This is an optimization exercise on Yosys and OpenROAD, whose aim is small area, not a production implementation.
Function was checked by simulation only, so behaviour that the tests miss may differ from the original.
Power figures rest on the tool's default switching activity, not on a simulated workload.

## run 1
Design piece_move_ctl, start of the top module:
module piece_move_ctl #(
   parameter bit CANCEL_ON_SRC = 1'b1
) (
   input  logic       clk,
   input  logic       rst_n,
   input  logic [5:0] mouse_position,
   input  logic       pick_piece,
   input  logic       place_piece,
   input  logic [5:0] draw_square,
   output logic [3:0] draw_piece,
   output logic       held_valid,
   output logic [3:0] held_piece,
   output logic       move_valid,
   output logic [5:0] move_src,
   output logic [5:0] move_dst,
   output logic [3:0] move_captured,
   input  logic       move_ready,
   input  logic       rx_move_valid,
   input  logic [5:0] rx_src,
   input  logic [5:0] rx_dst,
   output logic       rx_move_ready,
   output logic       turn
);
Size: roughly 1300 cells after synthesis, ~280 flip-flops, ~58 I/O pins.
Settings: LEC_CHECK=0, CAP_MARGIN=20, CORE_MARGIN=2, CORE_UTILIZATION=40, CTS_BUF_LIST=sky130_fd_sc_hd__clkbuf_4, GPL_TIMING_DRIVEN=0, PLACE_DENSITY=0.5, SETUP_SLACK_MARGIN=0.2, SLEW_MARGIN=20; clock period 7.0 ns.
standard.sh (not shown) runs the stock make flow with config.mk's settings and CLKGATE_MAP_FILE= SYNTH_SCRIPT=/design/flow/synth_recipe.tcl, a recipe that flattens the netlist after the stock synthesis.
==> flow/flow/run.sh <==
#!/bin/bash
# Own flow: the standard layout (standard.sh) with three changes:
#  * synthesis: the standard synthesis script, with only the ABC mapping
#    script replaced by an area-oriented one (flow/area.abc). Registers are
#    mapped before ABC runs, so they keep the standard synthesis's names and
#    cell types;
#  * port buffers: every input and output port still gets a buffer, of the
#    smallest buffer cell;
#  * clock tree: no dummy loads, clkbuf_8 buffers, small sink clusters.
# Each tool's output goes to its own log in this folder (and ORFS's logs).
set -euo pipefail
W=$PWD
sed "s#@ABC_SCRIPT@#$W/flow/area.abc#" flow/synth.tcl > $W/own_synth.tcl
sed "s#SYNTH_SCRIPT=[^ ]*#SYNTH_SCRIPT=$W/own_synth.tcl#" standard.sh > $W/own_standard.sh
export BUFFER_PORTS_ARGS="-buffer_cell sky130_fd_sc_hd__buf_1"
export CTS_ARGS="-sink_clustering_enable -repair_clock_nets -dont_use_dummy_load -buf_list sky130_fd_sc_hd__clkbuf_8 -sink_clustering_size 10 -sink_clustering_max_diameter 100"
bash $W/own_standard.sh synth > $W/synth.log 2>&1
bash $W/own_standard.sh floorplan > $W/floorplan.log 2>&1
bash $W/own_standard.sh place > $W/place.log 2>&1
bash $W/own_standard.sh cts > $W/cts.log 2>&1
bash $W/own_standard.sh route > $W/route.log 2>&1
bash $W/own_standard.sh finish > $W/finish.log 2>&1
==> flow/flow/area.abc <==
strash
dc2
dch -f
&get -n
&nf -R 1000
&put
==> flow/flow/synth.tcl <==
proc synth {args} { yosys synth -nofsm -noshare {*}$args }
proc abc {args} {
  set i [lsearch -exact $args -script]
  if {$i >= 0} { lset args [expr {$i + 1}] {@ABC_SCRIPT@} }
  yosys abc {*}$args
}
source $::env(SCRIPTS_DIR)/synth.tcl
# left out here: clear keep_hierarchy, flatten, clean up, hide names made inside functions, write 1_2_yosys.v
Input changes introduced in run 2 (baseline for comparison: run 1):
--- a/flow/flow/run.sh
+++ b/flow/flow/run.sh
@@ -2 +2 @@
-# Own flow: the standard layout (standard.sh) with three changes:
+# Own flow: the standard layout (standard.sh) with these changes:
@@ -9 +9,3 @@
-#  * clock tree: no dummy loads, clkbuf_8 buffers, small sink clusters.
+#  * clock tree: no dummy loads, clkbuf_8 buffers, small sink clusters;
+#  * after global routing, gates off the critical paths are sized down
+#    (ORFS power recovery on all paths).
@@ -15,0 +18 @@
+export RECOVER_POWER=100
Notes after the runs:
- | run 2 | all stages done | FAIL | capacitance limit, slew limit |
- The setup slack was comparable across run 2 and run 1.
- ~same final period demand of the worst path in run 2 and run 1
- The lower power density over cell area came out of run 1.
- Compared with run 1, run 2 shows a higher total wirelength of the detailed-routed design.
Inputs modified between run 2 and run 3:
==> flow/flow/run.sh <==
#!/bin/bash
# Own flow: the standard layout, with the standard synthesis script changed
# only in the ABC mapping script (an area-oriented mapping, flow/area.abc).
# Registers are mapped before ABC runs, so they keep the standard synthesis's
# names and cell types.
set -euo pipefail
W=$PWD
sed "s#@ABC_SCRIPT@#$W/flow/area.abc#" flow/synth.tcl > $W/own_synth.tcl
sed "s#SYNTH_SCRIPT=[^ ]*#SYNTH_SCRIPT=$W/own_synth.tcl#" standard.sh > $W/own_standard.sh
bash $W/own_standard.sh synth > $W/synth.log 2>&1
bash $W/own_standard.sh > $W/layout.log 2>&1
--- outcome ---
Per the final summary, run 3 finished and its layout is clean on timing, DRC and antenna.
Cmp run 3 and run 2 / non-filler instance count after layout / lower: run 2
Sort run 3 and run 2 by maximum frequency from static timing analysis desc -> top: run 2
Run 3 vs. run 2: part of the power in the clock network went up by 11 points.
Compared run 3 against run 2; number of buffers inserted to repair setup after CTS within noise.
On area of placed instances, the higher figure sits with run 3, not run 2.
From run 2 to run 3 the numbers moved as follows: total standard cell area after synthesis closely matched the old numbers; clock latency reported for the late side of the worst-skew pair went up 0.14 ns.

==> port drivers added, routing unchanged <==
The results above use ideal ports. As a check the final layouts listed here were re-extracted and re-timed, cells and wires unchanged.
Step 1 sets driving cells, clkbuf_16 on the clock port and buf_2 on the other inputs (assumed; they add their load-dependent delay and slew).
Step 2 adds t to the input delays and takes it off the output delays; t is the mean of the earliest and latest rising clock arrival at the registers after step 1. Input paths then give back, and output paths get back, about the clock's delay inside the block.
a / b / c = no drivers / after step 1 / after step 2; a / b = the first two.
run	t, ns	setup WS [ns]	hold slack, ns	latest minus earliest clock arrival (ns)
run 1	0.703	0.371 / 0.371 / -0.168	0.520 / 0.520 / 0.520	0.094 / 0.095
run 2	0.706	0.374 / 0.374 / -0.167	0.518 / 0.518 / 0.518	0.102 / 0.102
run 3	0.855	0.338 / 0.366 / -0.488	0.512 / 0.512 / 0.512	0.070 / 0.071
The setup slack of run 3, which loses most, moves by +0.028 ns with the drivers and by -0.826 ns with both steps.
